This is an optimization exercise on Yosys and OpenROAD, whose aim is small area, not a production implementation. At most, simulation tests tie the RTL to the original design; equivalence was not proved. Power is estimated from default activity; no workload was simulated.

==> flow/design.v <==
module ecc_input_loader #(
   parameter  int DATA_W  = 64,
   localparam int N_WORDS = 768 / DATA_W
) (
   input  logic              i_clk,
   input  logic              i_rst_n,
   input  logic              i_in_valid,
   output logic              o_in_ready,
   input  logic [DATA_W-1:0] i_in_data,
   output logic              o_start,
   input  logic              i_core_ack,
   input  logic              i_core_done,
   output logic [255:0]      o_scalar,
   output logic [255:0]      o_px,
   output logic [255:0]      o_py
   ,
   output logic              o_range_err
);
   localparam logic [3:0] S_START = 4'd12;
   localparam logic [3:0] S_BUSY  = 4'd13;
   localparam logic [3:0] S_RST   = 4'd15;
   logic [3:0] s;
   logic       accept;
   assign o_in_ready = ~(s[3] & s[2]);
   assign o_start    = (s == S_START);
   assign accept     = i_in_valid & o_in_ready;
   always_ff @(posedge i_clk or negedge i_rst_n) begin
      if (!i_rst_n) begin
         s <= S_RST;
      end else if ((s == S_BUSY && i_core_done) || s == S_RST || s == 4'd14) begin
         s <= 4'd0;
      end else if (accept || (o_start && i_core_ack)) begin
         s <= s + 4'd1;
      end
   end
   always_ff @(posedge i_clk) begin
      if (accept) {o_scalar, o_px, o_py} <= {o_scalar[255-DATA_W:0], o_px, o_py, i_in_data};
   end
   logic r_all;    
   logic r_err;
   logic d_mid;    
   assign d_mid = &i_in_data[62:5];
   logic w_scalar, w_first, w_last;    
   assign w_scalar = ~(s[3] | s[2]);
   assign w_first  = ~(s[1] | s[0]);
   assign w_last   = s[1] & s[0];
   always_ff @(posedge i_clk) begin
      if (accept) begin
         r_all <= (w_first | r_all) & (w_first | i_in_data[63]) & d_mid & (&i_in_data[4:0]);
         r_err <= ~w_scalar & (r_err | (w_first & i_in_data[63]) |
                               (w_last & r_all & i_in_data[63] & d_mid & (i_in_data[4:0] >= 5'd13)));
      end
   end
   assign o_range_err = r_err;
endmodule
export LEC_CHECK = 0
export CAP_MARGIN = 20
export CORE_MARGIN = 2
export CORE_UTILIZATION = 70
export CTS_BUF_LIST = sky130_fd_sc_hd__clkbuf_8
export CTS_CLUSTER_DIAMETER = 100
export CTS_CLUSTER_SIZE = 19
export SLEW_MARGIN = 20
create_clock -name core_clock -period 5.0 [get_ports {i_clk}]
standard.sh (not shown) runs the stock make flow with config.mk's settings and CLKGATE_MAP_FILE= SYNTH_SCRIPT=/design/flow/synth_recipe.tcl, a recipe that flattens the netlist after the stock synthesis.
==> flow/flow/run.sh <==
#!/bin/bash
# Standard ORFS layout, with the port buffers made from the smallest buffer
# (buf_1), pins allowed on every routing track of the die edge, and clock tree
# synthesis without dummy loads.
set -euo pipefail
export BUFFER_PORTS_ARGS="-buffer_cell sky130_fd_sc_hd__buf_1"
export PLACE_PINS_ARGS="-min_distance 1 -min_distance_in_tracks"
export CTS_ARGS="-sink_clustering_enable -repair_clock_nets -dont_use_dummy_load -sink_clustering_size 19 -sink_clustering_max_diameter 100 -buf_list sky130_fd_sc_hd__clkbuf_8"
bash standard.sh finish > run_standard.log 2>&1
The starting point produced a clean layout.
Rerun with:
--- a/flow/design.v
+++ b/flow/design.v
@@ -37,19 +37,22 @@
       if (accept) {o_scalar, o_px, o_py} <= {o_scalar[255-DATA_W:0], o_px, o_py, i_in_data};
    end
    logic r_all;    
    logic r_err;
    logic d_mid;    
    assign d_mid = &i_in_data[62:5];
-   logic w_scalar, w_first, w_last;    
-   assign w_scalar = ~(s[3] | s[2]);
-   assign w_first  = ~(s[1] | s[0]);
-   assign w_last   = s[1] & s[0];
    always_ff @(posedge i_clk) begin
       if (accept) begin
-         r_all <= (w_first | r_all) & (w_first | i_in_data[63]) & d_mid & (&i_in_data[4:0]);
-         r_err <= ~w_scalar & (r_err | (w_first & i_in_data[63]) |
-                               (w_last & r_all & i_in_data[63] & d_mid & (i_in_data[4:0] >= 5'd13)));
+         if (s[3:2] == 2'b00) begin
+            r_err <= 1'b0;
+         end else if (s[1:0] == 2'b00) begin
+            r_err <= r_err | i_in_data[63];
+            r_all <= d_mid & (&i_in_data[4:0]);
+         end else if (s[1:0] == 2'b11) begin
+            r_err <= r_err | (r_all & i_in_data[63] & d_mid & (i_in_data[4:0] >= 5'd13));
+         end else begin
+            r_all <= r_all & i_in_data[63] & d_mid & (&i_in_data[4:0]);
+         end
       end
    end
    assign o_range_err = r_err;
 endmodule
After rerunning: The changed run went through all stages and came out clean; design area hardly moves; non-clock buffer count falls by 3; sequential share of layout area drops by 0.15 points; die area hardly moves; via count goes up by 0.96%; worst hold slack degrades by 5.1 ps; setup slack degrades by 89 ps; synthesized cell count rose by 0.84%; power barely changes; first-iteration DRC count stays the same; global-route usage is about the same; sequential cell count stays the same; routed wire length barely changes.
No functional check of the RTL was part of the second run of this note.

==> separate check: timing with driven ports <==
Ports are ideal in the flow. The routed layouts listed here were re-timed in OpenROAD.
Step 1 sets driving cells, clkbuf_16 on the clock port and buf_2 on the other inputs (assumed; they add their load-dependent delay and slew).
Step 2 adds t to the input delays and takes it off the output delays; t is the mean of the earliest and latest rising clock arrival at the registers after step 1. Input paths then give back, and output paths get back, about the clock's delay inside the block.
a / b / c = ideal / step 1 / step 2; a / b = the first two.
run	t (ns)	setup slack, ns	worst setup path at the end	latest minus earliest clock arrival (ns)	pins driven straight from the clock port
the first run	0.639	2.112 / 2.064 / 1.922	input to register	0.033 / 0.033	1
the second run	0.640	2.023 / 1.975 / 1.834	input to register	0.055 / 0.054	1
After both steps every run listed still meets setup and hold. For the first run, which loses most, drivers alone change the setup slack by -0.048 ns; drivers and shift together by -0.190 ns.
